What follows belongs to an exercise in optimizing a design on an open flow for small area, a short achievable clock period and few clock cycles per item; a production flow would make more cautious choices.
Where RTL was checked, it was by simulation tests only, not by an equivalence proof against the original.
For run 1, only the layout was checked, not whether the RTL still works.
No activity file was given, so power comes from the tool's default toggle rates.

--- flow/flow/run.sh ---
#!/bin/bash
# The standard layout (the standard.sh), with the port buffers made of plain buf_4 cells
# instead of the delay-cell buffers that buffer_ports picks by default.
set -euo pipefail
export BUFFER_PORTS_ARGS="-buffer_cell sky130_fd_sc_hd__buf_4"
bash standard.sh > standard.log 2>&1
--- flow/standard.sh ---
#!/bin/bash
# synth_recipe.tcl (not shown) runs the flow's synth.tcl, then flattens the netlist and writes it again
# the make line also repeats each setting of config.mk as NAME=value (left out here)
make -C /OpenROAD-flow-scripts/flow DESIGN_CONFIG=/design/flow/config.mk WORK_HOME=/design/flow/orfs CLKGATE_MAP_FILE= SYNTH_SCRIPT=/design/flow/synth_recipe.tcl "${@:-finish}"
--- flow/config.mk ---
export PLATFORM = sky130hd
export DESIGN_NAME = pwm_frame_parser
export DESIGN_NICKNAME = pwm_frame_parser
export VERILOG_FILES = /design/flow/design.v
export SDC_FILE = /design/flow/constraint.sdc
export NUM_CORES = 4
export LEC_CHECK = 0
export ABC_CLOCK_PERIOD_IN_PS = 2500
export CAP_MARGIN = 20
export CORE_MARGIN = 2
export CORE_UTILIZATION = 60
export SETUP_SLACK_MARGIN = 4.2
export SLEW_MARGIN = 20
--- flow/design.v ---
`timescale 1ns / 1ps
package pfp_pkg;
   localparam int CHANNEL_COUNT = 8;
   localparam int FRAME_BYTES   = 21;
   localparam logic [7:0] SOF_A     = 8'hAA;
   localparam logic [7:0] SOF_B     = 8'h55;
   localparam logic [7:0] HEADER_ID = 8'h01;
   localparam logic [7:0] LEN_BYTE  = 8'h10;
   localparam logic [7:0] HDR_SUM   = 8'h10;
   localparam int          DUTY_S     = 18;
   localparam logic [33:0] DUTY_K     = 34'd1717987;
   localparam logic [33:0] DUTY_C_POS = 34'h20001FD9A;
   localparam logic [33:0] DUTY_C_NEG = 34'h20001FF35;
   localparam logic [15:0] DUTY_MAX   = 16'h7FFF;
endpackage
`timescale 1ns / 1ps
module pfp_front (
   input  logic                 clock,
   input  logic                 reset,
   input  logic                 in_v,
   input  logic [7:0]           in_b,
   input  logic                 in_be,
   output logic                 hit,
   output logic                 wr,
   output logic [4:0]           fill,
   output logic [4:0]           fill_n,
   output logic [15:0][7:0]     win
);
   logic [15:0]       tag;
   logic [7:0]        tsum;      
   logic [3:0]        pf;        
   logic              full;
   logic              restart;
   assign full    = fill[4] & fill[2];    
   assign hit     = in_v && full && tag[0] && (tsum == in_b);
   assign restart = hit || in_be;
   assign wr      = in_v && !restart && (fill >= 5'd4);
   always_comb begin
      if (reset || (in_v && restart)) fill_n = '0;
      else if (in_v && !full)         fill_n = fill + 1'b1;
      else                            fill_n = fill;
   end
   always_ff @(posedge clock) fill <= fill_n;
   always_ff @(posedge clock) begin
      if (reset) begin
         tsum <= pfp_pkg::HDR_SUM;
         pf   <= '0;
      end else if (in_v) begin
         if (restart) begin
            tsum <= pfp_pkg::HDR_SUM;
            pf   <= '0;
         end else begin
            if (wr) tsum <= tsum + in_b - (full ? win[0] : 8'd0);
            pf[0] <= (in_b == pfp_pkg::SOF_A);
            pf[1] <= pf[0] && (in_b == pfp_pkg::SOF_B);
            pf[2] <= pf[1] && (in_b == pfp_pkg::HEADER_ID);
            pf[3] <= pf[2] && (in_b == pfp_pkg::LEN_BYTE);
         end
      end
   end
   always_ff @(posedge clock) begin
      if (wr) begin
         win <= {in_b, win[15:1]};
         tag <= {pf[3], tag[15:1]};
      end
   end
endmodule
`timescale 1ns / 1ps
module pfp_queue (
   input  logic                 clock,
   input  logic                 reset,
   input  logic                 hit,
   input  logic                 wr,
   input  logic                 take,
   input  logic [4:0]           fill_n,
   input  logic [15:0][7:0]     win,
   output logic                 pend,
   output logic                 req_ready,
   output logic [15:0]          rd_raw
);
   logic       read;
   logic [2:0] rd_ch;
   logic [3:0] rd_pos;
   logic       pend_r;      
   logic       pend_s;      
   logic [3:0] pos_r;
   logic [3:0] pos_s;
   logic       rr_r;
   logic       rr_s;
   logic       nw;          
   logic       wn;          
   assign read = take && pend;
   assign pend_s = hit || pend;
   assign pos_s  = hit ? 4'd0 : rd_pos - 4'(wr);
   assign pend_r = (rd_ch != 3'd7);
   assign pos_r  = rd_pos + 4'd2 - 4'(wr);
   assign nw     = (fill_n + 5'(req_ready) < 5'd4);
   assign wn     = req_ready && (fill_n >= 5'd4);
   assign rr_s   = !pend_s || nw || (pos_s > 4'(wn));
   assign rr_r   = !pend_r || nw || (pos_r > 4'(wn));
   always_ff @(posedge clock) begin
      if (reset) begin
         pend      <= 1'b0;
         req_ready <= 1'b1;
      end else begin
         pend      <= read ? pend_r : pend_s;
         req_ready <= read ? rr_r : rr_s;
      end
      rd_pos <= read ? pos_r : pos_s;
      if (hit)       rd_ch <= '0;
      else if (read) rd_ch <= rd_ch + 1'b1;
   end
   logic [15:0] sel;
   always_comb begin
      for (int i = 0; i < 16; i++) sel[i] = (rd_pos == 4'(i));
      rd_raw = '0;
      for (int i = 0; i < 15; i++) begin
         rd_raw[15:8] |= {8{sel[i]}} & win[i];
         rd_raw[7:0]  |= {8{sel[i]}} & win[i+1];
      end
   end
endmodule
`timescale 1ns / 1ps
module pfp_back (
   input  logic                 clock,
   input  logic                 reset,
   input  logic                 pend,
   input  logic [15:0]          rd_raw,
   output logic                 take,
   output logic                 rsp_valid,
   input  logic                 rsp_ready,
   output logic [35:0]          rsp_data
);
   logic        adv;
   logic        take_b;
   logic        a_v;
   logic [15:0] a_raw;
   logic        a_neg;
   logic        a_sat;
   logic        b_v;
   logic [15:0] b_raw;
   logic        b_sat;
   logic [15:0] b_x;
   logic [15:0] b_y;
   logic        b_c;
   logic        b_g;
   logic        b_p;
   logic [6:0]  mid;
   logic [5:0]  mid_p;
   logic        o_v;
   logic [2:0]  o_ch;
   logic        o_last;
   logic [15:0] o_raw;
   logic [15:0] o_duty;
   logic [33:0] mx;
   logic [33:0] my;
   logic [12:0] lo;
   logic        sent;
   assign adv    = !o_v || rsp_ready;
   assign take_b = !b_v || adv;
   assign take   = !a_v || take_b;
   assign sent   = o_v && rsp_ready;
   always_ff @(posedge clock) begin
      if (reset) begin
         a_v    <= 1'b0;
         b_v    <= 1'b0;
         o_v    <= 1'b0;
         o_ch   <= '0;
         o_last <= 1'b0;
      end else begin
         if (take)   a_v <= pend;
         if (take_b) b_v <= a_v;
         if (adv)    o_v <= b_v;
         if (sent) begin
            o_ch   <= o_ch + 1'b1;
            o_last <= (o_ch == 3'd6);
         end
      end
   end
   pfp_mul u_mul (.r(a_raw[13:0]), .neg(a_neg), .x(mx), .y(my));
   assign lo    = {1'b0, mx[11:0]} + {1'b0, my[11:0]};
   assign mid   = {1'b0, mx[17:12]} + {1'b0, my[17:12]};
   assign mid_p = mx[17:12] ^ my[17:12];
   always_ff @(posedge clock) begin
      if (take) begin
         a_raw <= rd_raw;
         a_neg <= (rd_raw < 16'd5000);
         a_sat <= (rd_raw >= 16'd10000);
      end
      if (take_b) begin
         b_raw <= a_raw;
         b_sat <= a_sat;
         b_x   <= mx[33:18];
         b_y   <= my[33:18];
         b_c   <= lo[12];
         b_g   <= mid[6];
         b_p   <= &mid_p;
      end
      if (adv) begin
         o_raw  <= b_raw;
         o_duty <= b_sat ? pfp_pkg::DUTY_MAX : (b_x + b_y + 16'(b_g | (b_p & b_c)));
      end
   end
   assign rsp_valid = o_v;
   assign rsp_data  = {o_ch, o_raw, o_duty, o_last};
endmodule
module pfp_mul (
   input  logic [13:0] r,
   input  logic        neg,
   output logic [33:0] x,
   output logic [33:0] y
);
   logic [13:0] rn;
   logic        pos;
   assign rn  = ~r;
   assign pos = ~neg;
   logic s1;
   logic c2;
   logic s3;
   logic c4;
   logic s5;
   logic c6;
   logic s7;
   logic c8;
   logic s9;
   logic c10;
   logic s11;
   logic c12;
   logic s13;
   logic c14;
   logic s15;
   logic c16;
   logic s17;
   logic c18;
   logic s19;
   logic c20;
   logic s21;
   logic c22;
   logic s23;
   logic c24;
   logic s25;
   logic c26;
   logic s27;
   logic c28;
   logic s29;
   logic c30;
   logic s31;
   logic c32;
   logic s33;
   logic c34;
   logic s35;
   logic c36;
   logic s37;
   logic c38;
   logic s39;
   logic c40;
   logic s41;
   logic c42;
   logic s43;
   logic c44;
   logic s45;
   logic c46;
   logic s47;
   logic c48;
   logic s49;
   logic c50;
   logic s51;
   logic c52;
   logic s53;
   logic c54;
   logic s55;
   logic c56;
   logic s57;
   logic c58;
   logic s59;
   logic c60;
   logic s61;
   logic c62;
   logic s63;
   logic c64;
   logic s65;
   logic c66;
   logic s67;
   logic c68;
   logic s69;
   logic c70;
   logic s71;
   logic c72;
   logic s73;
   logic c74;
   logic s75;
   logic c76;
   logic s77;
   logic c78;
   logic s79;
   logic c80;
   logic s81;
   logic c82;
   logic s83;
   logic c84;
   logic s85;
   logic c86;
   logic s87;
   logic c88;
   logic s89;
   logic c90;
   logic s91;
   logic c92;
   logic s93;
   logic c94;
   logic s95;
   logic c96;
   logic s97;
   logic c98;
   logic s99;
   logic c100;
   logic s101;
   logic c102;
   logic s103;
   logic c104;
   logic s105;
   logic c106;
   logic s107;
   logic c108;
   logic s109;
   logic c110;
   logic s111;
   logic c112;
   logic s113;
   logic c114;
   logic s115;
   logic c116;
   logic s117;
   logic c118;
   logic s119;
   logic c120;
   logic s121;
   logic c122;
   logic s123;
   logic c124;
   logic s125;
   logic c126;
   logic s127;
   logic c128;
   logic s129;
   logic c130;
   logic s131;
   logic c132;
   logic s133;
   logic c134;
   logic s135;
   logic c136;
   logic s137;
   logic c138;
   logic s139;
   logic c140;
   logic s141;
   logic c142;
   logic s143;
   logic c144;
   logic s145;
   logic c146;
   logic s147;
   logic c148;
   logic s149;
   logic c150;
   logic s151;
   logic c152;
   logic s153;
   logic c154;
   logic s155;
   logic c156;
   logic s157;
   logic c158;
   logic s159;
   logic c160;
   logic s161;
   logic c162;
   logic s163;
   logic c164;
   logic s165;
   logic c166;
   logic s167;
   logic c168;
   logic s169;
   logic c170;
   logic s171;
   logic c172;
   logic s173;
   logic c174;
   logic s175;
   logic c176;
   logic s177;
   logic c178;
   logic s179;
   logic c180;
   logic s181;
   logic c182;
   logic s183;
   logic c184;
   logic s185;
   logic c186;
   logic s187;
   logic c188;
   logic s189;
   logic c190;
   logic s191;
   logic c192;
   assign s1 = r[7] ^ rn[1];
   assign c2 = r[7] & rn[1];
   assign s3 = r[8] ^ rn[2] ^ rn[5];
   assign c4 = (r[8] & rn[2]) | (r[8] & rn[5]) | (rn[2] & rn[5]);
   assign s5 = r[9] ^ rn[0] ^ rn[3];
   assign c6 = (r[9] & rn[0]) | (r[9] & rn[3]) | (rn[0] & rn[3]);
   assign s7 = rn[6] ^ rn[11];
   assign c8 = rn[6] & rn[11];
   assign s9 = r[10] ^ rn[1] ^ rn[4];
   assign c10 = (r[10] & rn[1]) | (r[10] & rn[4]) | (rn[1] & rn[4]);
   assign s11 = rn[7] ^ rn[12];
   assign c12 = rn[7] & rn[12];
   assign s13 = r[11] ^ rn[2] ^ rn[5];
   assign c14 = (r[11] & rn[2]) | (r[11] & rn[5]) | (rn[2] & rn[5]);
   assign s15 = rn[8] ^ rn[13];
   assign c16 = rn[8] & rn[13];
   assign s17 = r[0] ^ r[12] ^ rn[3];
   assign c18 = (r[0] & r[12]) | (r[0] & rn[3]) | (r[12] & rn[3]);
   assign s19 = rn[6] ^ rn[9] ^ 1'b1;
   assign c20 = (rn[6] & rn[9]) | (rn[6] & 1'b1) | (rn[9] & 1'b1);
   assign s21 = r[1] ^ r[13] ^ rn[4];
   assign c22 = (r[1] & r[13]) | (r[1] & rn[4]) | (r[13] & rn[4]);
   assign s23 = rn[7] ^ rn[10] ^ 1'b1;
   assign c24 = (rn[7] & rn[10]) | (rn[7] & 1'b1) | (rn[10] & 1'b1);
   assign s25 = r[2] ^ rn[5] ^ rn[8];
   assign c26 = (r[2] & rn[5]) | (r[2] & rn[8]) | (rn[5] & rn[8]);
   assign s27 = rn[11] ^ 1'b1;
   assign c28 = rn[11] & 1'b1;
   assign s29 = r[0] ^ r[3] ^ rn[6];
   assign c30 = (r[0] & r[3]) | (r[0] & rn[6]) | (r[3] & rn[6]);
   assign s31 = rn[9] ^ rn[12];
   assign c32 = rn[9] & rn[12];
   assign s33 = r[1] ^ r[4] ^ rn[7];
   assign c34 = (r[1] & r[4]) | (r[1] & rn[7]) | (r[4] & rn[7]);
   assign s35 = rn[10] ^ rn[13];
   assign c36 = rn[10] & rn[13];
   assign s37 = r[2] ^ r[5] ^ rn[0];
   assign c38 = (r[2] & r[5]) | (r[2] & rn[0]) | (r[5] & rn[0]);
   assign s39 = rn[8] ^ rn[11];
   assign c40 = rn[8] & rn[11];
   assign s41 = r[3] ^ r[6] ^ rn[1];
   assign c42 = (r[3] & r[6]) | (r[3] & rn[1]) | (r[6] & rn[1]);
   assign s43 = rn[9] ^ rn[12];
   assign c44 = rn[9] & rn[12];
   assign s45 = r[0] ^ r[4] ^ r[7];
   assign c46 = (r[0] & r[4]) | (r[0] & r[7]) | (r[4] & r[7]);
   assign s47 = rn[2] ^ rn[10] ^ rn[13];
   assign c48 = (rn[2] & rn[10]) | (rn[2] & rn[13]) | (rn[10] & rn[13]);
   assign s49 = r[1] ^ r[5] ^ r[8];
   assign c50 = (r[1] & r[5]) | (r[1] & r[8]) | (r[5] & r[8]);
   assign s51 = rn[3] ^ rn[11] ^ 1'b1;
   assign c52 = (rn[3] & rn[11]) | (rn[3] & 1'b1) | (rn[11] & 1'b1);
   assign s53 = r[2] ^ r[6] ^ r[9];
   assign c54 = (r[2] & r[6]) | (r[2] & r[9]) | (r[6] & r[9]);
   assign s55 = rn[4] ^ rn[12] ^ 1'b1;
   assign c56 = (rn[4] & rn[12]) | (rn[4] & 1'b1) | (rn[12] & 1'b1);
   assign s57 = r[3] ^ r[7] ^ r[10];
   assign c58 = (r[3] & r[7]) | (r[3] & r[10]) | (r[7] & r[10]);
   assign s59 = rn[5] ^ rn[13] ^ 1'b1;
   assign c60 = (rn[5] & rn[13]) | (rn[5] & 1'b1) | (rn[13] & 1'b1);
   assign s61 = r[4] ^ r[8] ^ r[11];
   assign c62 = (r[4] & r[8]) | (r[4] & r[11]) | (r[8] & r[11]);
   assign s63 = r[5] ^ r[9] ^ r[12];
   assign c64 = (r[5] & r[9]) | (r[5] & r[12]) | (r[9] & r[12]);
   assign s65 = r[6] ^ r[10] ^ r[13];
   assign c66 = (r[6] & r[10]) | (r[6] & r[13]) | (r[10] & r[13]);
   assign s67 = r[7] ^ r[11];
   assign c68 = r[7] & r[11];
   assign s69 = r[8] ^ r[12];
   assign c70 = r[8] & r[12];
   assign s71 = r[9] ^ r[13];
   assign c72 = r[9] & r[13];
   assign s73 = r[3] ^ rn[0];
   assign c74 = r[3] & rn[0];
   assign s75 = r[4] ^ rn[1] ^ rn[6];
   assign c76 = (r[4] & rn[1]) | (r[4] & rn[6]) | (rn[1] & rn[6]);
   assign s77 = r[5] ^ rn[2] ^ rn[7];
   assign c78 = (r[5] & rn[2]) | (r[5] & rn[7]) | (rn[2] & rn[7]);
   assign s79 = r[6] ^ rn[0] ^ rn[3];
   assign c80 = (r[6] & rn[0]) | (r[6] & rn[3]) | (rn[0] & rn[3]);
   assign s81 = s1 ^ rn[4] ^ rn[9];
   assign c82 = (s1 & rn[4]) | (s1 & rn[9]) | (rn[4] & rn[9]);
   assign s83 = s3 ^ rn[10] ^ pos;
   assign c84 = (s3 & rn[10]) | (s3 & pos) | (rn[10] & pos);
   assign s85 = s5 ^ s7 ^ neg;
   assign c86 = (s5 & s7) | (s5 & neg) | (s7 & neg);
   assign s87 = s9 ^ s11 ^ c6;
   assign c88 = (s9 & s11) | (s9 & c6) | (s11 & c6);
   assign s89 = s13 ^ s15 ^ c10;
   assign c90 = (s13 & s15) | (s13 & c10) | (s15 & c10);
   assign s91 = s17 ^ s19 ^ c14;
   assign c92 = (s17 & s19) | (s17 & c14) | (s19 & c14);
   assign s93 = s21 ^ s23 ^ c18;
   assign c94 = (s21 & s23) | (s21 & c18) | (s23 & c18);
   assign s95 = s25 ^ s27 ^ c22;
   assign c96 = (s25 & s27) | (s25 & c22) | (s27 & c22);
   assign s97 = s29 ^ s31 ^ c26;
   assign c98 = (s29 & s31) | (s29 & c26) | (s31 & c26);
   assign s99 = s33 ^ s35 ^ c30;
   assign c100 = (s33 & s35) | (s33 & c30) | (s35 & c30);
   assign s101 = s37 ^ s39 ^ c34;
   assign c102 = (s37 & s39) | (s37 & c34) | (s39 & c34);
   assign s103 = s41 ^ s43 ^ c38;
   assign c104 = (s41 & s43) | (s41 & c38) | (s43 & c38);
   assign s105 = s45 ^ s47 ^ c42;
   assign c106 = (s45 & s47) | (s45 & c42) | (s47 & c42);
   assign s107 = s49 ^ s51 ^ c46;
   assign c108 = (s49 & s51) | (s49 & c46) | (s51 & c46);
   assign s109 = s53 ^ s55 ^ c50;
   assign c110 = (s53 & s55) | (s53 & c50) | (s55 & c50);
   assign s111 = s57 ^ s59 ^ c54;
   assign c112 = (s57 & s59) | (s57 & c54) | (s59 & c54);
   assign s113 = s61 ^ rn[6] ^ c58;
   assign c114 = (s61 & rn[6]) | (s61 & c58) | (rn[6] & c58);
   assign s115 = s63 ^ rn[7] ^ 1'b1;
   assign c116 = (s63 & rn[7]) | (s63 & 1'b1) | (rn[7] & 1'b1);
   assign s117 = s65 ^ rn[8] ^ 1'b1;
   assign c118 = (s65 & rn[8]) | (s65 & 1'b1) | (rn[8] & 1'b1);
   assign s119 = s67 ^ rn[9] ^ 1'b1;
   assign c120 = (s67 & rn[9]) | (s67 & 1'b1) | (rn[9] & 1'b1);
   assign s121 = s69 ^ rn[10] ^ 1'b1;
   assign c122 = (s69 & rn[10]) | (s69 & 1'b1) | (rn[10] & 1'b1);
   assign s123 = s71 ^ rn[11] ^ 1'b1;
   assign c124 = (s71 & rn[11]) | (s71 & 1'b1) | (rn[11] & 1'b1);
   assign s125 = r[10] ^ rn[12] ^ 1'b1;
   assign c126 = (r[10] & rn[12]) | (r[10] & 1'b1) | (rn[12] & 1'b1);
   assign s127 = r[11] ^ rn[13];
   assign c128 = r[11] & rn[13];
   assign s129 = r[0] ^ rn[2];
   assign c130 = r[0] & rn[2];
   assign s131 = r[1] ^ rn[3] ^ pos;
   assign c132 = (r[1] & rn[3]) | (r[1] & pos) | (rn[3] & pos);
   assign s133 = r[2] ^ rn[4] ^ 1'b1;
   assign c134 = (r[2] & rn[4]) | (r[2] & 1'b1) | (rn[4] & 1'b1);
   assign s135 = s73 ^ rn[5] ^ pos;
   assign c136 = (s73 & rn[5]) | (s73 & pos) | (rn[5] & pos);
   assign s137 = s75 ^ neg ^ c74;
   assign c138 = (s75 & neg) | (s75 & c74) | (neg & c74);
   assign s139 = s77 ^ pos ^ c76;
   assign c140 = (s77 & pos) | (s77 & c76) | (pos & c76);
   assign s141 = s79 ^ rn[8] ^ c78;
   assign c142 = (s79 & rn[8]) | (s79 & c78) | (rn[8] & c78);
   assign s143 = s81 ^ pos ^ c80;
   assign c144 = (s81 & pos) | (s81 & c80) | (pos & c80);
   assign s145 = s83 ^ c2 ^ c82;
   assign c146 = (s83 & c2) | (s83 & c82) | (c2 & c82);
   assign s147 = s85 ^ c4 ^ c84;
   assign c148 = (s85 & c4) | (s85 & c84) | (c4 & c84);
   assign s149 = s87 ^ c8 ^ c86;
   assign c150 = (s87 & c8) | (s87 & c86) | (c8 & c86);
   assign s151 = s89 ^ c12 ^ c88;
   assign c152 = (s89 & c12) | (s89 & c88) | (c12 & c88);
   assign s153 = s91 ^ c16 ^ c90;
   assign c154 = (s91 & c16) | (s91 & c90) | (c16 & c90);
   assign s155 = s93 ^ c20 ^ c92;
   assign c156 = (s93 & c20) | (s93 & c92) | (c20 & c92);
   assign s157 = s95 ^ c24 ^ c94;
   assign c158 = (s95 & c24) | (s95 & c94) | (c24 & c94);
   assign s159 = s97 ^ c28 ^ c96;
   assign c160 = (s97 & c28) | (s97 & c96) | (c28 & c96);
   assign s161 = s99 ^ c32 ^ c98;
   assign c162 = (s99 & c32) | (s99 & c98) | (c32 & c98);
   assign s163 = s101 ^ c36 ^ c100;
   assign c164 = (s101 & c36) | (s101 & c100) | (c36 & c100);
   assign s165 = s103 ^ c40 ^ c102;
   assign c166 = (s103 & c40) | (s103 & c102) | (c40 & c102);
   assign s167 = s105 ^ c44 ^ c104;
   assign c168 = (s105 & c44) | (s105 & c104) | (c44 & c104);
   assign s169 = s107 ^ c48 ^ c106;
   assign c170 = (s107 & c48) | (s107 & c106) | (c48 & c106);
   assign s171 = s109 ^ c52 ^ c108;
   assign c172 = (s109 & c52) | (s109 & c108) | (c52 & c108);
   assign s173 = s111 ^ c56 ^ c110;
   assign c174 = (s111 & c56) | (s111 & c110) | (c56 & c110);
   assign s175 = s113 ^ c60 ^ c112;
   assign c176 = (s113 & c60) | (s113 & c112) | (c60 & c112);
   assign s177 = s115 ^ c62 ^ c114;
   assign c178 = (s115 & c62) | (s115 & c114) | (c62 & c114);
   assign s179 = s117 ^ c64 ^ c116;
   assign c180 = (s117 & c64) | (s117 & c116) | (c64 & c116);
   assign s181 = s119 ^ c66 ^ c118;
   assign c182 = (s119 & c66) | (s119 & c118) | (c66 & c118);
   assign s183 = s121 ^ c68 ^ c120;
   assign c184 = (s121 & c68) | (s121 & c120) | (c68 & c120);
   assign s185 = s123 ^ c70 ^ c122;
   assign c186 = (s123 & c70) | (s123 & c122) | (c70 & c122);
   assign s187 = s125 ^ c72 ^ c124;
   assign c188 = (s125 & c72) | (s125 & c124) | (c72 & c124);
   assign s189 = s127 ^ 1'b1 ^ c126;
   assign c190 = (s127 & 1'b1) | (s127 & c126) | (1'b1 & c126);
   assign s191 = r[12] ^ 1'b1 ^ c128;
   assign c192 = (r[12] & 1'b1) | (r[12] & c128) | (1'b1 & c128);
   assign x[0] = rn[0];
   assign y[0] = pos;
   assign x[1] = rn[1];
   assign y[1] = 1'b1;
   assign x[2] = s129;
   assign y[2] = neg;
   assign x[3] = s131;
   assign y[3] = c130;
   assign x[4] = s133;
   assign y[4] = c132;
   assign x[5] = s135;
   assign y[5] = c134;
   assign x[6] = s137;
   assign y[6] = c136;
   assign x[7] = s139;
   assign y[7] = c138;
   assign x[8] = s141;
   assign y[8] = c140;
   assign x[9] = s143;
   assign y[9] = c142;
   assign x[10] = s145;
   assign y[10] = c144;
   assign x[11] = s147;
   assign y[11] = c146;
   assign x[12] = s149;
   assign y[12] = c148;
   assign x[13] = s151;
   assign y[13] = c150;
   assign x[14] = s153;
   assign y[14] = c152;
   assign x[15] = s155;
   assign y[15] = c154;
   assign x[16] = s157;
   assign y[16] = c156;
   assign x[17] = s159;
   assign y[17] = c158;
   assign x[18] = s161;
   assign y[18] = c160;
   assign x[19] = s163;
   assign y[19] = c162;
   assign x[20] = s165;
   assign y[20] = c164;
   assign x[21] = s167;
   assign y[21] = c166;
   assign x[22] = s169;
   assign y[22] = c168;
   assign x[23] = s171;
   assign y[23] = c170;
   assign x[24] = s173;
   assign y[24] = c172;
   assign x[25] = s175;
   assign y[25] = c174;
   assign x[26] = s177;
   assign y[26] = c176;
   assign x[27] = s179;
   assign y[27] = c178;
   assign x[28] = s181;
   assign y[28] = c180;
   assign x[29] = s183;
   assign y[29] = c182;
   assign x[30] = s185;
   assign y[30] = c184;
   assign x[31] = s187;
   assign y[31] = c186;
   assign x[32] = s189;
   assign y[32] = c188;
   assign x[33] = s191;
   assign y[33] = c190;
endmodule
`timescale 1ns / 1ps
module pwm_frame_parser (
   input  logic             clock,
   input  logic             reset,
   input  logic             req_valid,
   output logic             req_ready,
   input  logic [8:0]       req_data,
   output logic             rsp_valid,
   input  logic             rsp_ready,
   output logic [35:0]      rsp_data
);
   logic             in_v;
   logic [7:0]       in_b;
   logic             in_be;
   logic             hit;
   logic             wr;
   logic [4:0]       fill;
   logic [15:0][7:0] win;
   logic             take;
   logic             pend;
   logic             in_v_n;
   logic [4:0]       fill_n;
   logic [15:0]      rd_raw;
   always_ff @(posedge clock) begin
      in_v  <= in_v_n;
      in_b  <= req_data[8:1];
      in_be <= req_data[0];
   end
   assign in_v_n = !reset && req_valid && req_ready;
   pfp_front u_front (
      .clock (clock),
      .reset (reset),
      .in_v  (in_v),
      .in_b  (in_b),
      .in_be (in_be),
      .hit   (hit),
      .wr    (wr),
      .fill  (fill),
      .fill_n (fill_n),
      .win   (win)
   );
   pfp_queue u_queue (
      .clock  (clock),
      .reset  (reset),
      .hit    (hit),
      .wr     (wr),
      .take   (take),
      .win    (win),
      .pend   (pend),
      .fill_n (fill_n),
      .req_ready (req_ready),
      .rd_raw (rd_raw)
   );
   pfp_back u_back (
      .clock     (clock),
      .reset     (reset),
      .pend      (pend),
      .rd_raw    (rd_raw),
      .take      (take),
      .rsp_valid (rsp_valid),
      .rsp_ready (rsp_ready),
      .rsp_data  (rsp_data)
   );
endmodule
--- flow/constraint.sdc ---
create_clock -name core_clock -period 7.0 [get_ports {clock}]
set_input_delay 1.4000 -clock core_clock [delete_from_list [all_inputs] [get_ports {clock}]]
set_output_delay 1.4000 -clock core_clock [all_outputs]
set_load 0.01 [all_outputs]
==> summary.txt, run 1 <==
| Stage | Parameter | Reported |
|---|---|---|
| final layout | Fillcell total | 1,667 |
| flow run | Maxcap violations | 0 |
| worst hold path | Endpoint, Worst Hold | u_front.tag[10]$_DFFE_PP_ |
| power | Pwr Density | 407 nW/um2 |
| setup path | Cell-by-cell trace of the critical path | inv_4 -> fa_2 -> fa_1 -> inv_1 -> fa_1 -> ha_1 -> nand4_1 -> nor2_1 -> nor2_1 -> nand2_1 |
| sta | Final hold violation count | 0 |
| setup path | Required time of the critical path | 7310 ps |
| drt | Via count | 9,405 |
| clock network | Clock-pin slew on the worst setup and hold paths | 60 ps |
| synthesis | Adder-cell share of the synthesized area | 0.172 |
| synthesis | Async set or reset register ratio after synthesis | 0 |
| drt | Vias/cell | 5.86 |
| power | Maximum ir drop on the vdd rail | 0.000336 V |
| synthesis | Area leader, netlist | edfxtp_1 |
| clock network | Number of buffers inserted for hold repair after clock tree synthesis | 0 |
| floorplanning | Core Area | 24,300 um2 |
| placed design | Total cell area at the placement stage | 15,700 um2 |
| sta | Worst clock skew on the final layout | 16.7 ps |
| synthesis | Combinational family with the most area after synthesis | adder cells |
| synthesis | Yosys warns | 4 |
| setup path | Critical Path Max Stage Delay | 550 ps |
| final layout | Count of inserted antenna diode cells | 0 |
| placed design | Pre-CTS setup slack | 3680 ps |
| worst hold path | Number of stages on the worst hold path | 0 |
| synthesis | Dominant register cell in the synthesized netlist | edfxtp_1 |
| setup path | Cell depth of the worst flop-to-flop path | 10 |
| synthesis | Area contributors post-synth | edfxtp_1 (50%), fa_1 (10%), ha_1 (7.1%) |
| synthesis | Number of unique standard cell types used by synthesis | 68 |
| synthesis | Cell count after synthesis | 1,159 |
| global route | Global router's overall resource usage | 0.241 |
| synthesis | Portion of netlist area occupied by mux cells | 0.0200 |
| synthesis | Average footprint of a synthesized cell | 12.8 um2 |
| clock network | Clock tree from TritonCTS | built |
| floorplanning | DIE AREA | 26,000 um2 |
| placed design | DP HPWL | 20.6 mm |
| drt | DRT antenna net count | 0 |
| synthesis | Flip-flop and latch count after synthesis | 289 |
| power | Overall power | 7.04 mW |
| sta | Final Cycle Share | 0.438 |
| setup path | Critical path arrival | 3370 ps |
| sta | Unrepaired setup endpoints after global routing | true |
| drt | Count of TritonRoute iterations in the first routing pass | 5 |
| power | Leak pwr | 6.84 nW |
| status | Result of the run | no timing/DRC/antenna violations |
| clock network | # H-tree levels | 1 |
| sta | Worst path setup slack after routing | 3940 ps |
| drt | Remaining routing DRC violations | 0 |
| synthesis | Number of flops mapped to enable cells by yosys | 246 |
| floorplanning | Width of the die | 161 um |
| placed design | Routability congestion estimate | 0.850 |
| final layout | Total non-filler cell area in the finished layout | 17,300 um2 |
| synthesis | Post-synthesis instance area | 14,800 um2 |
| setup path | Reg-to-Reg End | u_back.b_g$_DFFE_PP_ |
| final layout | Net count of the finished layout | 1,429 |
| global route | Remaining Overflow, GRT | 0 |
| final layout | Fin cells | 1,604 |
| setup path | Setup crit start kind | register |
| synthesis | Xor/xnor share of the synthesized area | 0.0189 |
| synthesis | Share of the synthesized area in the top cell type | 0.498 |
| sta | Number of setup violations in the final report | 0 |
| sta | Worst Max-Slew Pin Slew | 682 ps |
| final layout | Total area of multi-input combinational cells | 6140 um2 |
| setup path | R2R Path Start | u_back.a_raw[0]$_DFFE_PN_ |
| setup path | Worst Setup Path Type | register to register |
| clock network | CTS Root Cell | clkbuf_16 |
| synthesis | Synthesized netlist net count | 1,331 |
| drt | Drt initial violations | 709 |
| final layout | Ratio of cells with drive above 1 in the final layout | 0.195 |
| synthesis | Sequential fraction of the synthesis area | 0.556 |
| placed design | DP Cell Count | 1,500 |
| worst hold path | Hold path start | u_front.tag[11]$_DFFE_PP_ |
| clock network | CTS sink count | 289 |
| synthesis | Share of synthesized cell area in and, or, nand and nor gates | 0.0699 |
| floorplanning | Boundary Pins | 51 |
| global route | Initial antenna violation count | 0 |
| floorplanning | Die Height | 161 um |
| clock network | Number of buffers on the longest clock path | 3 |
| sta | Highest clock rate | 326 MHz |
| floorplanning | Effective utilization at floorplan | 0.610 |
| global route | Number of global-route vias before repair | 9,190 |
| setup path | Worst-path cell with the longest stage delay | fa_1 |
| clock network | Clock insertion delay at the later pin of the skew report | 560 ps |
| drt | Detail-routed net length per standard cell | 19.2 um |
| sta | Final critical-path required period | 3060 ps |
| setup path | Element type at the critical path end | register |
| worst hold path | Hold crit path type | register to register |
| synthesis | Compound-gate portion of the synthesized area | 0.109 |
| final layout | Layout overhead on the synthesized area | 16.5% |
| global route | Pin count of the biggest net entering global routing | 80 |
| final layout | Register area | 8260 um2 |
| floorplanning | Site row count | 57 |
| synthesis | Most repeated cell in the gate-level netlist after synthesis | edfxtp_1 |
| global route | Wire length of the first global-routing pass | 49.5 mm |
| synthesis | Leading cell types by count after synthesis | edfxtp_1 (246), inv_1 (169), ha_1 (84) |
| sta | Number of slew-limit violations in the final report | 0 |
| setup path | CP max FO | 5 |
| clock network | Cts bufs inserted | 30 |
| placed design | Number of I/O port buffers | 50 |
| sta | Relative max-transition margin | 0.545 |
| setup path | Worst R2R Setup Slack | 3940 ps |
| sta | Setup TNS Final | 0 ps |
| drt | Routed wire length | 30.7 mm |
==> per-layer routing <==
metal / vias to the layer above / wire (um) / global-route usage
li1: 4383 / - / -
met1: 4704 / 13200 / 0.335
met2: 268 / 15200 / 0.403
met3: 50 / 1450 / 0.0311
met4: 0 / 834 / 0.0739
met5: - / 0 / 0
==> cell usage in the layout, fill, tap and decap left out, types with 31 or more instances in the layout <==
cell,instances
nand2_1,55
inv_1,150
ha_1,72
edfxtp_1,246
clkbuf_16,31
fa_1,69
nor2_1,50
a21oi_1,51
buf_4,104
dfxtp_1,33
==> where the power goes <==
group          internal, mW  total, mW  switching (mW)  leakage, nW
logic                  1.42       3.11            1.69         3.66
registers              2.22       2.34           0.123         2.70
clock network         0.958       1.59           0.631        0.476
==> worst max-delay path: cells and delay by family, from the launching register on <==
kind | cells | cell delay [ps]
fa+ha+maj | 4 | 1810
flops | 1 | 460
simple gates | 4 | 350
buf+inv | 2 | 190
==> kinds of logic (layout without fill, tap and decap cells) <==
| group | after synthesis | after routing |
|---|---|---|
| AOI/OAI and AO/OA | 229 | 229 |
| xor gates and xnor gates | 32 | 32 |
| adders and majority gates | 159 | 159 |
| buffers and inverters | 213 | 334 |
| DFF | 289 | 289 |
| muxes | 24 | 24 |
| and+or+nand+nor | 213 | 213 |
==> registers in the layout, summed over array words and instances, names as in the netlist, 3 cells and up <==
name	flops
u_back.o_duty	16
in_b	8
u_back.o_raw	16
u_back.a_raw	16
u_back.b_y	16
u_front.pf	4
u_front.fill	5
u_queue.rd_ch	3
u_back.b_raw	16
u_queue.rd_pos	4
u_front.tsum	8
u_back.b_x	16
u_front.tag	16
u_front.win	128
u_back.o_ch	3
==> final cells by class <==
| cell class | count | share of cell area |
|---|---|---|
| Clock inverter | 12 | 0.00926 |
| Timing Repair Buffer | 109 | 0.0488 |
| Clock buffer | 43 | 0.0475 |
| Sequential cell | 289 | 0.478 |
| Timing Repair inverter | 1 | 0.000434 |
| Multi-Input combinational cell | 657 | 0.355 |
| Inverter | 169 | 0.0376 |
| Tap cell | 324 | 0.0234 |
==> repair_timing <==
item	in CTS	in global routing
gates cloned	1	0
setup endpoints to repair	92	93
gates resized for setup	28	43
buffers inserted	26	22
pin swaps	16	32
==> stage by stage <==
stage	utilization	hold slack, ps
after floorplan	-	400
after global placement	0.644	401
after detailed placement	0.644	405
after CTS	0.697	416
after global routing	0.711	419
final	0.711	412
==> worst max-delay path by stage <==
stage                                         endpoint  slack [ps]                      start
final                             u_back.b_g$_DFFE_PP_        3940  u_back.a_raw[0]$_DFFE_PN_
after global placement            u_back.b_g$_DFFE_PP_        3750  u_back.a_raw[4]$_DFFE_PN_
after CTS                         u_back.b_g$_DFFE_PP_        3940  u_back.a_raw[2]$_DFFE_PN_
after global routing              u_back.b_g$_DFFE_PP_        3810  u_back.a_raw[2]$_DFFE_PN_
after detailed placement          u_back.b_g$_DFFE_PP_        3680  u_back.a_raw[1]$_DFFE_PN_
after floorplan           u_queue.req_ready$_SDFF_PP1_        1190            in_b[7]$_DFF_P_
==> run 2, diff against run 1 <==
--- a/flow/design.v
+++ b/flow/design.v
@@ -140,13 +140,10 @@
    logic        b_v;
    logic [15:0] b_raw;
    logic        b_sat;
-   logic [15:0] b_x;
-   logic [15:0] b_y;
+   logic [21:0] b_x;
+   logic [21:0] b_y;
+   logic [21:0] b_sum;
    logic        b_c;
-   logic        b_g;
-   logic        b_p;
-   logic [6:0]  mid;
-   logic [5:0]  mid_p;
    logic        o_v;
    logic [2:0]  o_ch;
    logic        o_last;
@@ -179,8 +176,7 @@
    end
    pfp_mul u_mul (.r(a_raw[13:0]), .neg(a_neg), .x(mx), .y(my));
    assign lo    = {1'b0, mx[11:0]} + {1'b0, my[11:0]};
-   assign mid   = {1'b0, mx[17:12]} + {1'b0, my[17:12]};
-   assign mid_p = mx[17:12] ^ my[17:12];
+   assign b_sum = b_x + b_y + 22'(b_c);
    always_ff @(posedge clock) begin
       if (take) begin
          a_raw <= rd_raw;
@@ -190,15 +186,13 @@
       if (take_b) begin
          b_raw <= a_raw;
          b_sat <= a_sat;
-         b_x   <= mx[33:18];
-         b_y   <= my[33:18];
+         b_x   <= mx[33:12];
+         b_y   <= my[33:12];
          b_c   <= lo[12];
-         b_g   <= mid[6];
-         b_p   <= &mid_p;
       end
       if (adv) begin
          o_raw  <= b_raw;
-         o_duty <= b_sat ? pfp_pkg::DUTY_MAX : (b_x + b_y + 16'(b_g | (b_p & b_c)));
+         o_duty <= b_sat ? pfp_pkg::DUTY_MAX : b_sum[21:6];
       end
    end
    assign rsp_valid = o_v;
==> flow/run.sh (new file) <==
#!/bin/bash
# synth_recipe.tcl (not shown) runs the flow's synth.tcl, then flattens the netlist and writes it again
# the make line also repeats each setting of config.mk as NAME=value (left out here)
make -C /OpenROAD-flow-scripts/flow DESIGN_CONFIG=/design/flow/config.mk WORK_HOME=/design/flow/orfs CLKGATE_MAP_FILE= SYNTH_SCRIPT=/design/flow/synth_recipe.tcl finish
--- a/flow/config.mk
+++ b/flow/config.mk
@@ -9,5 +9,8 @@
 export CAP_MARGIN = 20
 export CORE_MARGIN = 2
 export CORE_UTILIZATION = 60
+export CTS_BUF_LIST = sky130_fd_sc_hd__clkbuf_8 sky130_fd_sc_hd__clkbuf_16
+export CTS_CLUSTER_DIAMETER = 60
+export CTS_CLUSTER_SIZE = 40
 export SETUP_SLACK_MARGIN = 4.2
 export SLEW_MARGIN = 20
removed: flow/flow/run.sh
removed: flow/standard.sh
==> run 2 against run 1 <==
Via count down 1.3%. Hold slack better by 13 ps. Non-clock buffer count shrank 4. Total power is 2.6% lower. Sequential share of layout area is 1.6 points higher. Global-route usage fell by 0.56 points. Clock-buffer cell count fell by 22. Final area rose by 0.35%. Synthesized area grew 1.9%. Wire length up 1.6%. Core utilization down 1.6 points. Largest power group unchanged.
==> summary.txt, run 2 <==
| Stage | Parameter | Reported |
|---|---|---|
| sta | Final hold violation count | 0 |
| setup path | R2R Path Start | u_back.a_raw[2]$_DFFE_PN_ |
| clock network | Clock tree from TritonCTS | built |
| final layout | Count of inserted antenna diode cells | 0 |
| power | Pwr Density | 395 nW/um2 |
| sta | Hold Worst Slack | 424 ps |
| placed design | DP Cell Count | 1,496 |
| synthesis | Area leader, netlist | edfxtp_1 |
| floorplanning | Die Height | 163 um |
| synthesis | Average footprint of a synthesized cell | 13.1 um2 |
| clock network | CTS sink count | 299 |
| global route | Wire length of the first global-routing pass | 48.4 mm |
| sta | Worst Max-Slew Pin Slew | 759 ps |
| synthesis | Yosys warns | 4 |
| synthesis | Number of flops mapped to enable cells by yosys | 256 |
| synthesis | Share of the synthesized area in the top cell type | 0.508 |
| setup path | Worst Setup Path Type | register to register |
| power | Clock share of power | 0.196 |
| global route | Number of global-route vias before repair | 8,906 |
| drt | Via count | 9,283 |
| power | Maximum ir drop on the vdd rail | 0.000253 V |
| setup path | Setup crit start kind | register |
| clock network | Clock insertion delay at the later pin of the skew report | 540 ps |
| setup path | Critical Path Max Stage Delay | 540 ps |
| global route | Initial antenna violation count | 0 |
| sta | Unrepaired setup endpoints after global routing | true |
| global route | Global router's overall resource usage | 0.236 |
| power | Sw Share | 0.367 |
| sta | Highest clock rate | 351 MHz |
| synthesis | Area contributors post-synth | edfxtp_1 (51%), fa_1 (9.7%), ha_1 (7.0%) |
| power | Net load switching power | 2.52 mW |
| placed design | Routability congestion estimate | 0.858 |
| floorplanning | Width of the die | 163 um |
| setup path | Start point of the critical path | u_back.a_raw[2]$_DFFE_PN_ |
| drt | Count of TritonRoute iterations in the first routing pass | 7 |
| final layout | Fillcell total | 1,792 |
| clock network | Number of buffers on the longest clock path | 3 |
| sta | Relative max-transition margin | 0.494 |
| drt | Drt initial violations | 829 |
| global route | Remaining Overflow, GRT | 0 |
| global route | Pin count of the biggest net entering global routing | 92 |
| flow run | Maxcap violations | 0 |
| drt | DRT antenna net count | 0 |
| floorplanning | Core Area | 25,000 um2 |
| final layout | Ratio of cells with drive above 1 in the final layout | 0.144 |
| synthesis | Flip-flop and latch count after synthesis | 299 |
| placed design | DP HPWL | 20.2 mm |
| synthesis | Post-synthesis instance area | 15,100 um2 |
| clock network | # H-tree levels | 1 |
| status | Result of the run | no timing/DRC/antenna violations |
| final layout | Total area of multi-input combinational cells | 5950 um2 |
| synthesis | Number of unique standard cell types used by synthesis | 74 |
| placed design | Number of I/O port buffers | 50 |
| final layout | Commonest cells after routing, fill and taps aside | edfxtp_1 (256), inv_1 (144), ha_1 (77) |
| synthesis | Dominant register cell in the synthesized netlist | edfxtp_1 |
| synthesis | Leading cell types by count after synthesis | edfxtp_1 (256), inv_1 (159), ha_1 (85) |
| sta | Worst clock skew on the final layout | 23.9 ps |
| placed design | Pre-CTS setup slack | 3300 ps |
| worst hold path | Hold path start | u_back.a_raw[14]$_DFFE_PN_ |
| floorplanning | Effective utilization at floorplan | 0.606 |
| power | Combinational share of power | 0.431 |
| drt | Vias/cell | 5.88 |
| final layout | Layout overhead on the synthesized area | 14.6% |
| synthesis | Most repeated cell in the gate-level netlist after synthesis | edfxtp_1 |
| final layout | Largest registers in the final layout | u_front.win x128, u_back.b_x x22, u_back.b_y x22 |
| setup path | CP max FO | 2 |
| sta | Number of setup violations in the final report | 0 |
| drt | Remaining routing DRC violations | 0 |
| clock network | Cts bufs inserted | 20 |
| clock network | CTS Root Cell | clkbuf_16 |
| final layout | Net count of the finished layout | 1,407 |
| setup path | Required time of the critical path | 7290 ps |
| synthesis | Synthesized netlist net count | 1,323 |
| floorplanning | DIE AREA | 26,500 um2 |
| synthesis | Async set or reset register ratio after synthesis | 0 |
| setup path | Cell-by-cell trace of the critical path | buf_6 -> fa_1 -> inv_2 -> fa_1 -> inv_2 -> fa_2 -> ha_4 -> nand2_2 -> o21ai_1 |
| sta | Final Cycle Share | 0.407 |
| sta | Number of slew-limit violations in the final report | 0 |
| synthesis | Sequential fraction of the synthesis area | 0.565 |
| final layout | Largest register FFs | 128 |
| final layout | Final core occ | 0.695 |
| setup path | Critical path arrival | 3140 ps |
| setup path | Worst-path cell with the longest stage delay | fa_1 |
| sta | Worst path setup slack after routing | 4150 ps |
| power | Portion of total power attributed to sequential cells | 0.372 |
| power | Internal power | 4.34 mW |
| clock network | Clock-pin slew on the worst setup and hold paths | 90 ps |
| drt | Routed wire length | 31.2 mm |
| sta | Final critical-path required period | 2850 ps |
| final layout | Top register by number of flip-flops | u_front.win |
| final layout | Fin cells | 1,580 |
| final layout | Register area | 8570 um2 |
| drt | Detail-routed net length per standard cell | 19.8 um |
| worst hold path | Hold crit path type | register to register |
| final layout | Commonest non-fill, non-tap cell in the layout | edfxtp_1 |
| setup path | Element type at the critical path end | register |
| synthesis | Cell count after synthesis | 1,152 |
| floorplanning | Boundary Pins | 51 |
| sta | Setup TNS Final | 0 ps |
| power | Leak pwr | 6.80 nW |
| floorplanning | Site row count | 58 |
## run 2: cell types whose count changed after synthesis, moves of 8 or more
| cell | change |
|---|---|
| inv_1 | -10 |
| clkbuf_1 | -20 |
| nand2_1 | +18 |
| edfxtp_1 | +10 |
| buf_6 | +8 |
| buf_2 | +10 |
| mux2i_1 | -9 |
| xnor2_1 | +9 |
## run 2: cell families (layout without fill, tap and decap cells)
| logic type | count (synthesis) | in the layout | share of synthesized area |
|---|---|---|---|
| buffers and inverters | 205 | 303 | 0.0570 |
| and+or+nand+nor | 205 | 205 | 0.0656 |
| DFF | 299 | 299 | 0.565 |
| adders and majority gates | 158 | 158 | 0.167 |
| AOI/OAI and AO/OA | 234 | 234 | 0.110 |
| muxes | 15 | 15 | 0.0136 |
| xor gates and xnor gates | 36 | 36 | 0.0218 |
## run 2: path summary, 6_finish.rpt
kind	endpoint	slack (ps)	cells past startpoint
max reg2reg	u_back.b_c$_DFFE_PP_	4150	9
max	u_back.b_c$_DFFE_PP_	4150	9
min reg2reg	u_back.b_raw[14]$_DFFE_PP_	420	0
min	u_back.b_raw[14]$_DFFE_PP_	420	0
## run 2: what timing repair did
| item | in CTS | in global routing |
|---|---|---|
| pin swaps | 18 | 31 |
| hold buffers | 0 | 0 |
| cloned | 2 | 2 |
| resized for setup | 56 | 51 |
| setup endpoints to repair | 191 | 88 |
| hold endpoints to repair | 0 | 0 |
| setup buffers | 28 | 16 |
## run 2: layer usage
metal  vias to the layer above  track usage  routed length, um
li1                       4341            -                  -
met1                      4578        0.327              13300
met2                       310        0.395              15300
met3                        54       0.0278               1670
met4                         0       0.0724                971
met5                         -            0                  0
## run 2: through the flow
stage          cell area [um2]  power [mW]
6_report                 17400        6.86
5_1_grt                  17400        7.43
4_1_cts                  17000        6.78
3_5_place_dp             16000        5.34
3_3_place_gp             16000        5.23
2_1_floorplan            15300        4.61
## run 2: final cells by class
cell class              count  share of cell area
repair inverters            2            0.000721
well taps                 330              0.0238
clock inverters            15              0.0141
clock buffers              21              0.0303
repair buffers            105              0.0583
flip-flops and latches    299               0.494
multi-input cells         648               0.343
inverters                 160              0.0358
## run 2: power groups by stage
| stage | Clock [mW] | Sequential (mW) | Combinational (mW) |
|---|---|---|---|
| 6_report | 1.35 | 2.55 | 2.96 |
| 5_1_grt | 1.44 | 2.58 | 3.41 |
| 4_1_cts | 1.38 | 2.55 | 2.85 |
| 3_5_place_dp | 0 | 2.65 | 2.69 |
| 3_3_place_gp | 0 | 2.65 | 2.58 |
| 2_1_floorplan | 0 | 2.60 | 2.01 |
## run 2: critical path: cells and delay by family (launching register included)
family          cells  cell delay, ps
fa+ha+maj           4            1800
flops               1             460
compound gates      1              60
buf+inv             3             240
simple gates        1              50
Testbench counts of run 2, summed over its fixed seeds: cycles 23,733, items 8,120.
==> run 3, diff against run 2 <==
--- a/flow/config.mk
+++ b/flow/config.mk
@@ -8,9 +8,6 @@
 export ABC_CLOCK_PERIOD_IN_PS = 2500
 export CAP_MARGIN = 20
 export CORE_MARGIN = 2
-export CORE_UTILIZATION = 60
-export CTS_BUF_LIST = sky130_fd_sc_hd__clkbuf_8 sky130_fd_sc_hd__clkbuf_16
-export CTS_CLUSTER_DIAMETER = 60
-export CTS_CLUSTER_SIZE = 40
+export CORE_UTILIZATION = 40
 export SETUP_SLACK_MARGIN = 4.2
 export SLEW_MARGIN = 20
==> run 3 against run 2 <==
Still clean. Via count increased by 0.28%. Synthesized cell count stayed put. Critical path depth did not move. Total power up 7.4%. Synthesized area is the same. Sequential share of layout area is 1.5 points lower. Fmax decreased by 1.8%. Register-to-register slack got worse by 50 ps. Worst setup slack worse by 54 ps. Flip-flop and latch count did not move. Combinational power hardly changed. Highest routed layer unchanged.
==> summary.txt, run 3 <==
| Stage | Parameter | Reported |
|---|---|---|
| final layout | Count of inserted antenna diode cells | 0 |
| sta | Final Cycle Share | 0.415 |
| drt | Detail-routed net length per standard cell | 17.8 um |
| clock network | CTS sink count | 299 |
| sta | Final critical-path required period | 2900 ps |
| global route | Wire length of the first global-routing pass | 50.1 mm |
| flow run | Maxcap violations | 0 |
| synthesis | Xor/xnor share of the synthesized area | 0.0218 |
| synthesis | Yosys warns | 4 |
| sta | Worst Max-Slew Pin Slew | 809 ps |
| setup path | CP max FO | 2 |
| final layout | Fin cells | 1,779 |
| floorplanning | Core Area | 37,500 um2 |
| synthesis | Number of unique standard cell types used by synthesis | 74 |
| drt | Count of TritonRoute iterations in the first routing pass | 6 |
| final layout | Commonest cells after routing, fill and taps aside | edfxtp_1 (256), inv_1 (145), ha_1 (75) |
| placed design | DP Cell Count | 1,677 |
| synthesis | Post-synthesis instance area | 15,100 um2 |
| synthesis | Portion of netlist area occupied by mux cells | 0.0136 |
| global route | Pin count of the biggest net entering global routing | 80 |
| clock network | Cts bufs inserted | 34 |
| drt | DRT antenna net count | 0 |
| setup path | Worst Setup Path Type | register to register |
| clock network | Clock insertion delay at the later pin of the skew report | 520 ps |
| final layout | Top register by number of flip-flops | u_front.win |
| synthesis | Dominant register cell in the synthesized netlist | edfxtp_1 |
| final layout | Commonest non-fill, non-tap cell in the layout | edfxtp_1 |
| synthesis | Share of synthesized cell area in and, or, nand and nor gates | 0.0656 |
| clock network | Number of buffers inserted for hold repair after clock tree synthesis | 0 |
| drt | Vias/cell | 5.23 |
| floorplanning | Die Height | 199 um |
| power | Pwr Density | 411 nW/um2 |
| power | Net load switching power | 2.48 mW |
| clock network | Number of buffers on the longest clock path | 3 |
| global route | Remaining Overflow, GRT | 0 |
| floorplanning | Width of the die | 199 um |
| global route | Number of global-route vias before repair | 9,166 |
| global route | Initial antenna violation count | 0 |
| synthesis | Adder-cell share of the synthesized area | 0.167 |
| final layout | Largest register FFs | 128 |
| power | Leak pwr | 6.99 nW |
| setup path | Worst R2R Setup Slack | 4100 ps |
| synthesis | Async set or reset register ratio after synthesis | 0 |
| placed design | Number of I/O port buffers | 50 |
| setup path | Start point of the critical path | u_back.a_raw[2]$_DFFE_PN_ |
| synthesis | Compound-gate portion of the synthesized area | 0.110 |
| floorplanning | Site row count | 71 |
| setup path | Required time of the critical path | 7260 ps |
| sta | Relative max-transition margin | 0.455 |
| setup path | Setup crit start kind | register |
| power | Internal power | 4.88 mW |
| drt | Drt initial violations | 823 |
| synthesis | Most repeated cell in the gate-level netlist after synthesis | edfxtp_1 |
| setup path | Element type at the critical path end | register |
| sta | Number of slew-limit violations in the final report | 0 |
| sta | Number of setup violations in the final report | 0 |
| worst hold path | Hold path start | u_front.tag[5]$_DFFE_PP_ |
| synthesis | Share of the synthesized area in the top cell type | 0.508 |
| synthesis | Synthesized netlist net count | 1,323 |
| worst hold path | Hold crit path type | register to register |
| drt | Remaining routing DRC violations | 0 |
| placed design | Routability congestion estimate | 0.833 |
| synthesis | Area contributors post-synth | edfxtp_1 (51%), fa_1 (9.7%), ha_1 (7.0%) |
| final layout | Ratio of cells with drive above 1 in the final layout | 0.144 |
| setup path | Critical path arrival | 3160 ps |
| drt | Routed wire length | 31.7 mm |
| floorplanning | Boundary Pins | 51 |
| placed design | DP HPWL | 20.6 mm |
| synthesis | Leading cell types by count after synthesis | edfxtp_1 (256), inv_1 (159), ha_1 (85) |
| synthesis | Cell count after synthesis | 1,152 |
| synthesis | Flip-flop and latch count after synthesis | 299 |
| power | Sw Share | 0.337 |
| power | Portion of total power attributed to sequential cells | 0.346 |
| final layout | Net count of the finished layout | 1,413 |
| status | Result of the run | no timing/DRC/antenna violations |
| sta | Unrepaired setup endpoints after global routing | true |
| worst hold path | Number of stages on the worst hold path | 0 |
| floorplanning | DIE AREA | 39,400 um2 |
| sta | Highest clock rate | 344 MHz |
| clock network | CTS Root Cell | clkbuf_16 |
| power | Maximum ir drop on the vdd rail | 0.000188 V |
| setup path | R2R Path Start | u_back.a_raw[2]$_DFFE_PN_ |
| power | Combinational share of power | 0.404 |
| final layout | Layout overhead on the synthesized area | 18.3% |
| clock network | # H-tree levels | 2 |
| synthesis | Area leader, netlist | edfxtp_1 |
| drt | Via count | 9,309 |
| global route | Global router's overall resource usage | 0.163 |
| setup path | Cell depth of the worst flop-to-flop path | 9 |
| clock network | Clock-pin slew on the worst setup and hold paths | 60 ps |
| synthesis | Combinational family with the most area after synthesis | adder cells |
| sta | Worst clock skew on the final layout | 15.2 ps |
| sta | Final hold violation count | 0 |
| synthesis | Number of flops mapped to enable cells by yosys | 256 |
| worst hold path | Endpoint, Worst Hold | u_front.tag[4]$_DFFE_PP_ |
| final layout | Largest registers in the final layout | u_front.win x128, u_back.b_x x22, u_back.b_y x22 |
| setup path | Reg-to-Reg End | u_back.b_c$_DFFE_PP_ |
| synthesis | Average footprint of a synthesized cell | 13.1 um2 |
| power | Clock share of power | 0.250 |
| clock network | Clock tree from TritonCTS | built |
| floorplanning | Effective utilization at floorplan | 0.404 |
| synthesis | Sequential fraction of the synthesis area | 0.565 |
| sta | Setup TNS Final | 0 ps |
[run 3: cell counts after synthesis]
No cell type changed its count.
[run 3: cell type report]
cell class / count / area, um2
clock buffer: 46 / 1020
fill: 3353 / 19600
clock inverter: 16 / 151
tap: 511 / 639
multi-input combinational: 648 / 5940
timing repair buffer: 97 / 951
inverter: 160 / 616
sequential: 299 / 8570
timing repair inverter: 2 / 12.5
[run 3: metrics by stage]
step | hold slack [ps] | setup slack (ps) | utilization | cell area, um2 | power (mW)
global placement | 402 | 3330 | 0.432 | 16200 | 5.27
detailed placement | 405 | 3330 | 0.432 | 16200 | 5.33
global route | 420 | 4010 | 0.478 | 17900 | 8.04
CTS | 418 | 4150 | 0.471 | 17700 | 7.33
floorplan | 400 | 2490 | - | 15300 | 4.61
finish | 416 | 4100 | 0.478 | 17900 | 7.36
[run 3: repair_timing]
action | CTS | global route
setup endpoints to repair | 148 | 103
gates resized for setup | 41 | 45
gates cloned | 2 | 1
setup buffers | 30 | 7
pin swaps | 5 | 18
[run 3: how the worst max path moves through the flow]
stage | end | cells past startpoint
after global routing | u_back.b_c$_DFFE_PP_ | 9
after floorplan | u_queue.req_ready$_SDFF_PP1_ | 12
after CTS | u_back.b_c$_DFFE_PP_ | 10
final | u_back.b_c$_DFFE_PP_ | 9
after global placement | u_queue.req_ready$_SDFF_PP1_ | 7
after detailed placement | u_queue.req_ready$_SDFF_PP1_ | 7
[run 3: per-layer routing]
metal | vias to the layer above | wire length, um | track usage
met2 | 267 | 15200 | 0.268
li1 | 4364 | - | -
met3 | 66 | 1640 | 0.0266
met1 | 4612 | 13900 | 0.222
met5 | - | 0 | 0
met4 | 0 | 968 | 0.0547
[run 3: critical path: stages (launching register included)]
cell      delay, ps
edfxtp_1        420
buf_6           150
fa_1            550
inv_2            50
fa_1            540
inv_2            50
fa_2            580
ha_4            200
nand2_2          50
o21ai_2          50
[run 3: power groups by stage]
| stage | Combinational, mW | Sequential (mW) | Clock (mW) |
|---|---|---|---|
| 2_1_floorplan | 2.01 | 2.60 | 0 |
| 3_3_place_gp | 2.62 | 2.65 | 0 |
| 3_5_place_dp | 2.68 | 2.65 | 0 |
| 4_1_cts | 2.89 | 2.56 | 1.88 |
| 5_1_grt | 3.50 | 2.58 | 1.95 |
| 6_report | 2.97 | 2.55 | 1.84 |
[run 3: logic make-up after synthesis]
logic type	Yosys count
fa+ha+maj	158
simple gates	205
xor+xnor	36
flops	299
buf+inv	205
mux	15
compound gates	234
==> run 4, diff against run 3 <==
--- a/flow/config.mk
+++ b/flow/config.mk
@@ -8,6 +8,8 @@
 export ABC_CLOCK_PERIOD_IN_PS = 2500
 export CAP_MARGIN = 20
 export CORE_MARGIN = 2
-export CORE_UTILIZATION = 40
-export SETUP_SLACK_MARGIN = 4.2
+export CORE_UTILIZATION = 60
+export CTS_BUF_LIST = sky130_fd_sc_hd__clkbuf_4 sky130_fd_sc_hd__clkbuf_8
+export CTS_CLUSTER_SIZE = 30
+export SETUP_SLACK_MARGIN = 4.5
 export SLEW_MARGIN = 20
==> run 4 against run 3 <==
Worst setup slack improved by 99 ps. Combinational power increased by 13%. Non-clock buffer count increased by 55. Critical path type unchanged. Die area decreased by 33%. Via count increased by 4.1%. Synthesized area unchanged. Clock skew increased by 17 ps. Clock power decreased by 16%. First-iteration DRC count increased by 19%. Global-route usage increased by 8.9 points. Critical endpoint unchanged. Register-to-register slack improved by 99 ps.
==> summary.txt, run 4 <==
| Stage | Parameter | Reported |
|---|---|---|
| synthesis | Share of synthesized cell area in and, or, nand and nor gates | 0.0656 |
| sta | Highest clock rate | 356 MHz |
| clock network | Clock insertion delay at the later pin of the skew report | 580 ps |
| final layout | Largest register FFs | 128 |
| clock network | CTS Root Cell | clkbuf_8 |
| sta | Unrepaired setup endpoints after global routing | true |
| setup path | Setup crit start kind | register |
| floorplanning | Site row count | 58 |
| sta | Worst Max-Slew Pin Slew | 729 ps |
| drt | Count of TritonRoute iterations in the first routing pass | 7 |
| synthesis | Area contributors post-synth | edfxtp_1 (51%), fa_1 (9.7%), ha_1 (7.0%) |
| setup path | WP buf/inv | 3 |
| power | Overall power | 7.43 mW |
| sta | Worst clock skew on the final layout | 31.9 ps |
| power | Maximum ir drop on the vdd rail | 0.000292 V |
| global route | Initial antenna violation count | 0 |
| power | Net load switching power | 2.63 mW |
| synthesis | Sequential fraction of the synthesis area | 0.565 |
| setup path | Worst-path cell with the longest stage delay | fa_1 |
| final layout | Final core occ | 0.726 |
| clock network | Number of buffers inserted for hold repair after clock tree synthesis | 0 |
| sta | Final Cycle Share | 0.401 |
| worst hold path | Hold crit path type | register to register |
| synthesis | Number of unique standard cell types used by synthesis | 74 |
| final layout | Largest registers in the final layout | u_front.win x128, u_back.b_x x22, u_back.b_y x22 |
| synthesis | Number of flops mapped to enable cells by yosys | 256 |
| final layout | Top register by number of flip-flops | u_front.win |
| sta | Number of setup violations in the final report | 0 |
| drt | Vias/cell | 5.77 |
| worst hold path | Hold path start | u_front.tag[11]$_DFFE_PP_ |
| setup path | Cell-by-cell trace of the critical path | inv_4 -> fa_1 -> inv_1 -> fa_1 -> inv_1 -> ha_4 -> a211oi_2 -> o21ai_1 -> a31oi_1 -> o21ai_1 |
| synthesis | Average footprint of a synthesized cell | 13.1 um2 |
| synthesis | Post-synthesis instance area | 15,100 um2 |
| sta | Final hold violation count | 0 |
| synthesis | Flip-flop and latch count after synthesis | 299 |
| placed design | DP Cell Count | 1,496 |
| final layout | Count of inserted antenna diode cells | 0 |
| drt | Remaining routing DRC violations | 0 |
| global route | Remaining Overflow, GRT | 0 |
| setup path | Start point of the critical path | u_back.a_raw[0]$_DFFE_PN_ |
| setup path | Element type at the critical path end | register |
| setup path | Top cell family by delay on the critical path | adder cells |
| power | Pwr Density | 410 nW/um2 |
| global route | Pin count of the biggest net entering global routing | 92 |
| placed design | Number of I/O port buffers | 50 |
| floorplanning | Effective utilization at floorplan | 0.606 |
| synthesis | Synthesized netlist net count | 1,323 |
| drt | Detail-routed net length per standard cell | 19.9 um |
| floorplanning | DIE AREA | 26,500 um2 |
| sta | Final critical-path required period | 2810 ps |
| synthesis | Area leader, netlist | edfxtp_1 |
| final layout | Layout overhead on the synthesized area | 19.8% |
| final layout | Net count of the finished layout | 1,483 |
| synthesis | Async set or reset register ratio after synthesis | 0 |
| final layout | Fin cells | 1,679 |
| placed design | Routability congestion estimate | 0.872 |
| floorplanning | Die Height | 163 um |
| flow run | Maxcap violations | 0 |
| status | Result of the run | no timing/DRC/antenna violations |
| power | Internal power | 4.80 mW |
| sta | Relative max-transition margin | 0.513 |
| power | Combinational share of power | 0.451 |
| clock network | Clock tree from TritonCTS | built |
| global route | Number of global-route vias before repair | 9,433 |
| sta | Setup TNS Final | 0 ps |
| floorplanning | Boundary Pins | 51 |
| synthesis | Portion of netlist area occupied by mux cells | 0.0136 |
| final layout | Fillcell total | 1,700 |
| global route | Global router's overall resource usage | 0.252 |
| clock network | Clock-pin slew on the worst setup and hold paths | 60 ps |
| synthesis | Most repeated cell in the gate-level netlist after synthesis | edfxtp_1 |
| sta | Number of slew-limit violations in the final report | 0 |
| floorplanning | Width of the die | 163 um |
| synthesis | Cell count after synthesis | 1,152 |
| synthesis | Yosys warns | 4 |
| setup path | Required time of the critical path | 7300 ps |
| global route | Wire length of the first global-routing pass | 51.1 mm |
| synthesis | Xor/xnor share of the synthesized area | 0.0218 |
| setup path | CP max FO | 4 |
| power | Portion of total power attributed to sequential cells | 0.342 |
| drt | Drt initial violations | 979 |
| synthesis | Combinational family with the most area after synthesis | adder cells |
| power | Clock share of power | 0.208 |
| synthesis | Adder-cell share of the synthesized area | 0.167 |
| clock network | CTS sink count | 299 |
| drt | Routed wire length | 33.4 mm |
| power | Leak pwr | 7.14 nW |
| power | Sw Share | 0.354 |
| setup path | Critical path arrival | 3110 ps |
| floorplanning | Core Area | 25,000 um2 |
| clock network | # H-tree levels | 2 |
| synthesis | Leading cell types by count after synthesis | edfxtp_1 (256), inv_1 (159), ha_1 (85) |
| setup path | R2R Path Start | u_back.a_raw[0]$_DFFE_PN_ |
| setup path | Worst Setup Path Type | register to register |
| drt | DRT antenna net count | 0 |
| final layout | Commonest non-fill, non-tap cell in the layout | edfxtp_1 |
| final layout | Commonest cells after routing, fill and taps aside | edfxtp_1 (256), inv_1 (133), nand2_1 (71), ha_1 (71), buf_4 (68) |
| setup path | Critical Path Max Stage Delay | 550 ps |
| placed design | DP HPWL | 19.6 mm |
| clock network | Cts bufs inserted | 48 |
| synthesis | Dominant register cell in the synthesized netlist | edfxtp_1 |
| drt | Via count | 9,694 |
| synthesis | Share of the synthesized area in the top cell type | 0.508 |
| synthesis | Compound-gate portion of the synthesized area | 0.110 |
| clock network | Number of buffers on the longest clock path | 3 |
| final layout | Ratio of cells with drive above 1 in the final layout | 0.262 |
-- run 4: cell counts after synthesis --
Identical to the previous run, type by type.
-- run 4: worst paths after layout --
kind              depth (start not counted)                   endpoint  slack [ps]
hold / removal                            0  u_front.tag[10]$_DFFE_PP_         420
setup reg to reg                         10       u_back.b_c$_DFFE_PP_        4190
setup / recovery                         10       u_back.b_c$_DFFE_PP_        4190
hold reg to reg                           0  u_front.tag[10]$_DFFE_PP_         420
-- run 4: power groups by stage --
stage                     combinational, mW  sequential [mW]  clock (mW)
after floorplan                        2.01             2.60           0
after global placement                 2.58             2.65           0
after detailed placement               2.69             2.65           0
after CTS                              3.03             2.54        1.58
after global routing                   3.83             2.57        1.65
final                                  3.35             2.54        1.54
-- run 4: routing by layer --
layer | vias to the layer above | global-route usage | part of all wire
li1 | 4515 | - | -
met1 | 4734 | 0.342 | 0.42
met2 | 366 | 0.409 | 0.48
met3 | 79 | 0.0474 | 0.067
met4 | 0 | 0.0953 | 0.036
met5 | - | 0 | 0
-- run 4: repair_timing --
action / 4_1_cts / 5_1_grt
endpoints found under the setup margin: 299 / 201
pin swaps: 57 / 40
gates resized for setup: 238 / 63
gates cloned: 6 / 2
buffers inserted: 59 / 29
hold endpoints to repair: 0 / 0
-- run 4: cells by family (layout without fill, tap and decap cells) --
| kind of cell | after synthesis | count (layout) |
|---|---|---|
| buffers and inverters | 205 | 401 |
| XOR/XNOR | 36 | 36 |
| multiplexers | 15 | 15 |
| AO/OA/AOI/OAI | 234 | 234 |
| AND/OR/NAND/NOR | 205 | 206 |
| adder cells (fa/ha/maj) | 158 | 158 |
| flip-flops | 299 | 299 |
-- run 4: final cells by class --
type / count / area, um2 / share of cell area
Multi-Input combinational cell: 649 / 6120 / 0.338
Inverter: 160 / 627 / 0.0346
Clock inverter: 19 / 139 / 0.00766
Tap cell: 330 / 413 / 0.0228
Sequential cell: 299 / 8590 / 0.474
Timing Repair Buffer: 152 / 1370 / 0.0754
Clock buffer: 68 / 855 / 0.0472
Timing Repair inverter: 2 / 15.0 / 0.000828
-- run 4: through the flow --
| step | setup slack (ps) | area [um2] | hold slack (ps) |
|---|---|---|---|
| final | 4190 | 18100 | 416 |
| after global routing | 4130 | 18100 | 421 |
| after CTS | 4190 | 17700 | 416 |
| after detailed placement | 3360 | 16000 | 405 |
| after global placement | 3380 | 16000 | 401 |
| after floorplan | 2490 | 15300 | 400 |

## afterwards: timing with drivers on the ports
Ports are ideal in the flow. The routed layouts listed here were re-timed in OpenROAD.
Step 1 assumes that a clkbuf_16 drives the clock port and a buf_2 every other input.
Step 2, shift: input delay + t, output delay - t, t = (earliest + latest rising clock arrival at the registers) / 2. This alone moves slack from input paths to output paths.
Three values: ideal, step 1, step 2; two values: the first two.
run | shift t [ns] | slack for setup (ns) | worst data-port slew with drivers (ns)
run 1 | 0.601 | 3.936 / 3.936 / 3.924 | 0.03
run 2 | 0.573 | 4.149 / 4.149 / 3.843 | 0.03
run 3 | 0.563 | 4.095 / 4.095 / 3.782 | 0.04
run 4 | 0.605 | 4.194 / 4.194 / 3.987 | 0.03
After both steps setup and hold are still met in every run listed. The setup slack of run 3, which loses most, moves by 0.000 ns with the drivers and by -0.313 ns with both steps.
